This design comes from an exercise in tuning for small area, a short achievable clock period and few clock cycles per item on the open sky130 flow, not from production work.
Only simulation tests tie the RTL to the original design; equivalence was not proved.
No activity file was given, so power comes from the tool's default toggle rates.

Design ex_stage_md, start of the top module:
module ex_stage_md #(
   parameter int WIDTH   = 32,
   parameter int SHAMT_W = 5,
   parameter int REG_W   = 5,
   parameter int CTRL_W  = 10
) (
   input  logic              clk,
   input  logic              rst_n,
   input  logic              in_valid,
   input  logic [WIDTH-1:0]  a_operand,
   input  logic [WIDTH-1:0]  b_operand,
   input  logic [WIDTH-1:0]  imm_ext,
   input  logic [WIDTH-1:0]  pc_plus4,
   input  logic [WIDTH-1:0]  fwd_mem,
   input  logic [WIDTH-1:0]  fwd_wb,
   input  logic [1:0]        fwd_a_sel,
   input  logic [1:0]        fwd_b_sel,
   input  logic              alu_src,
   input  logic              reg_dest,
   input  logic [REG_W-1:0]  dest_rd,
   input  logic [REG_W-1:0]  dest_rt,
   input  logic [4:0]        alu_sel,
   input  logic [CTRL_W-1:0] ctrl_in,
   input  logic              stall_in,
   output logic [WIDTH-1:0]  alu_out,
   output logic [WIDTH-1:0]  data_to_write,
   output logic [REG_W-1:0]  reg_to_write,
   output logic [WIDTH-1:0]  pc_plus4_o,
   output logic [CTRL_W-1:0] ctrl_out,
   output logic              out_valid,
   output logic              md_busy,
   output logic              md_stall,
   output logic [REG_W-1:0]  dest_hz
);
For scale: roughly 4900 cells after synthesis, ~220 flip-flops, ~350 I/O pins, about 0.031 mm^2 of cells after synthesis.
Settings: LEC_CHECK=0, ABC_AREA=1, CAP_MARGIN=20, CORE_MARGIN=2, CORE_UTILIZATION=48, SETUP_SLACK_MARGIN=1.8, SLEW_MARGIN=20; clock period 7.0 ns.
standard.sh (not shown) runs the stock make flow with config.mk's settings and CLKGATE_MAP_FILE= SYNTH_SCRIPT=/design/flow/synth_recipe.tcl, a recipe that flattens the netlist after the stock synthesis.
==> flow/flow/run.sh <==
#!/bin/bash
# The standard layout (standard.sh: the standard flow's synthesis and ORFS flow, unchanged), except that
# the port buffers placed on every input and output are the smallest buffer, buf_1, instead
# of the delay buffer ORFS picks; timing repair still resizes any that need more drive.
set -euo pipefail
export BUFFER_PORTS_ARGS="-buffer_cell sky130_fd_sc_hd__buf_1"
bash standard.sh > standard.log 2>&1
The first run completed without violations.
Testbench counts at the start, summed over its fixed seeds: cycles 3,876, items 3,200.
Rerun with:
- CORE_UTILIZATION: 48 -> 40
- SETUP_SLACK_MARGIN: 1.8 -> 2.2
The changed run finished clean.
Final cell count increases by a few percent.
Maximum frequency increases by a little under a tenth.
Total power increases by a few percent.
Via count increases slightly.
Register-to-register slack gains 0.31 ns.
Worst hold slack gains 0.020 ns.
Setup slack gains 0.38 ns.
Utilization decreases by 7.2 points.
Clock skew increases by 0.012 ns.
Wire length increases by roughly a tenth.
Final area increases by a few percent.
Rerun with:
- SETUP_SLACK_MARGIN: 2.2 -> 3.0
Design area rises by about a fifth.
Via count rose by a little under a tenth.
Routed wire length climbs by a few percent.
Setup slack gets better by 0.20 ns.
Clock skew is higher by 0.010 ns.
Global-route usage is higher by 0.49 points.
Utilization went up by 10 points.
Die area stays the same.
Power climbs by a quarter to a third.
Clock-buffer cell count went down by 1.


## red
ex_stage_md again, from the RTL that the note above started with.
clock: 7.0 ns
lec_check: 0
abc_area: 1
cap_margin: 20
core_margin: 2
core_utilization: 40
setup_slack_margin: 1.8
slew_margin: 20
Scripts as last shown in full above: flow/flow/run.sh
Testbench counts of red, summed over its fixed seeds: cycles 3,876, items 3,200.
Relative to red, the following input files were edited for blue:
- SETUP_SLACK_MARGIN now 1.3, was 1.8
- ABC_CLOCK_PERIOD_IN_PS now 4500, previously not set
- ABC_AREA no longer set, was 1
Diff red -> blue: number of antenna violations at the first check in global routing +2; number of inserted diodes +5; register-to-register slack -0.44 ns. Going from red to blue, final design instance area without fill moved down; area of the core went down 3.3%; total power saw a decrease; met2 track utilization from global routing dropped 7.0 points. Every stage of the flow completed for red, and the final layout passed the timing, design-rule and antenna checks. The flow did not stop early for blue: all stages ran, and the layout cleared the timing, design-rule and antenna checks. blue vs. red: initial cell density of the core went up by 0.31 points.
--- input diff blue..green ---
- a deleted ABC_CLOCK_PERIOD_IN_PS that had been 4500
- an added ABC_AREA of 1
- a change of SETUP_SLACK_MARGIN from 1.3 to 1.4
--- outcome ---
Relative to blue, the headroom to the max-slew limit of green is lower by 3.9 points. [compare] base=blue new=green: layout overhead on the synthesized area has decreased; clock network fraction of design power now larger.
Edits applied to the flow inputs when going from green to orange:
- changing SETUP_SLACK_MARGIN from 1.4 to 2.5
- removing ABC_AREA (formerly 1)
- setting ABC_CLOCK_PERIOD_IN_PS to 4500 for the first time
orange | status: complete | timing, DRC, antenna: pass. orange -> green: CTS sink count delta 0, exact match. Going from green to orange, worst hold path depth shrinks by 1. orange against green: via count decreased about 5%; post-synthesis sequential area ratio increased by 0.52 points relative to the old numbers; highest attainable clock frequency rose by 8.1%. Going from green to orange, count of clock-buffer cells in the layout shrank by more than 10%.


ex_stage_md again, from the RTL that the note above started with.
## ex_stage_md
module ex_stage_md #(
   parameter int WIDTH   = 32,
   parameter int SHAMT_W = 5,
   parameter int REG_W   = 5,
   parameter int CTRL_W  = 10
) (
   input  logic              clk,
   input  logic              rst_n,
   input  logic              in_valid,
   input  logic [WIDTH-1:0]  a_operand,
   input  logic [WIDTH-1:0]  b_operand,
   input  logic [WIDTH-1:0]  imm_ext,
   input  logic [WIDTH-1:0]  pc_plus4,
   input  logic [WIDTH-1:0]  fwd_mem,
   input  logic [WIDTH-1:0]  fwd_wb,
   input  logic [1:0]        fwd_a_sel,
   input  logic [1:0]        fwd_b_sel,
   input  logic              alu_src,
   input  logic              reg_dest,
   input  logic [REG_W-1:0]  dest_rd,
   input  logic [REG_W-1:0]  dest_rt,
   input  logic [4:0]        alu_sel,
   input  logic [CTRL_W-1:0] ctrl_in,
   input  logic              stall_in,
   output logic [WIDTH-1:0]  alu_out,
   output logic [WIDTH-1:0]  data_to_write,
   output logic [REG_W-1:0]  reg_to_write,
   output logic [WIDTH-1:0]  pc_plus4_o,
   output logic [CTRL_W-1:0] ctrl_out,
   output logic              out_valid,
   output logic              md_busy,
   output logic              md_stall,
   output logic [REG_W-1:0]  dest_hz
);
   localparam int MUL_K = 4;
   localparam int MUL_N = WIDTH / MUL_K;
   localparam logic [4:0] OP_ADD   = 5'd6;
   localparam logic [4:0] OP_SUB   = 5'd7;
   localparam logic [4:0] OP_AND   = 5'd8;
   localparam logic [4:0] OP_OR    = 5'd9;
  ...
export LEC_CHECK = 0
export ABC_AREA = 1
export CAP_MARGIN = 20
export CORE_MARGIN = 2
export CORE_UTILIZATION = 40
export SETUP_SLACK_MARGIN = 2.6
export SLEW_MARGIN = 20
create_clock -name core_clock -period 7.0 [get_ports {clk}]
Scripts as last shown in full above: flow/flow/run.sh
Testbench counts at the start, summed over its fixed seeds: cycles 3,876, items 3,200.
==> next run, changes <==
ABC_AREA = default   (was 1)
ABC_CLOCK_PERIOD_IN_PS = 4500   (was default)
SETUP_SLACK_MARGIN = 1.8   (was 2.6)
What happened: Clock skew goes down by 52 ps; die area goes down by 2.5%; critical path depth goes down by 7; routed wire length goes down by 11%; total power goes down by 18%; flip-flop and latch count stays the same; fmax goes down by 13%; worst setup slack loses 700 ps; first-iteration DRC count goes down by 17%; combinational power goes down by 22%.

-- what the ideal ports hide --
The results above use ideal ports. As a check the final layouts listed here were re-extracted and re-timed, cells and wires unchanged. Step 1 (the two cells are an assumption about what drives the block):
set clk [get_ports {clk}]
set_driving_cell -lib_cell sky130_fd_sc_hd__clkbuf_16 $clk
set_driving_cell -lib_cell sky130_fd_sc_hd__buf_2 [delete_from_list [all_inputs] $clk]
Step 2 moves the port delays by t, midway between the first and last clock arrival at a register: inputs arrive t later, outputs are due t later. That takes back most of the time a late clock gives input paths. Three values: no drivers, after step 1, after step 2; two values: the first two.
| run | t (ns) | slack for setup (ns) | hold slack, ns | worst setup path after step 2 |
|---|---|---|---|---|
| the first run of note 1 | 0.673 | 1.891 / 1.935 / 1.262 | 0.480 / 0.480 / 0.480 | input to register |
| the second run of note 1 | 0.684 | 2.273 / 2.308 / 1.624 | 0.500 / 0.500 / 0.500 | input to register |
| the third run of note 1 | 0.675 | 2.471 / 2.447 / 1.772 | 0.493 / 0.493 / 0.493 | input to register |
| red | 0.672 | 1.940 / 1.897 / 1.293 | 0.495 / 0.495 / 0.495 | input to register |
| blue | 0.648 | 1.432 / 1.474 / 0.826 | 0.497 / 0.497 / 0.497 | input to register |
| green | 0.679 | 1.604 / 1.643 / 0.963 | 0.501 / 0.501 / 0.501 | input to register |
| orange | 0.661 | 2.010 / 1.960 / 1.299 | 0.477 / 0.477 / 0.477 | input to register |
| the first run of note 3 | 0.672 | 2.411 / 2.424 / 1.751 | 0.485 / 0.485 / 0.485 | input to register |
| the second run of note 3 | 0.643 | 1.710 / 1.750 / 1.107 | 0.476 / 0.476 / 0.476 | input to register |
After both steps every run listed still meets setup and hold. The setup slack of orange, which loses most, moves by -0.050 ns with the drivers and by -0.711 ns with both steps.
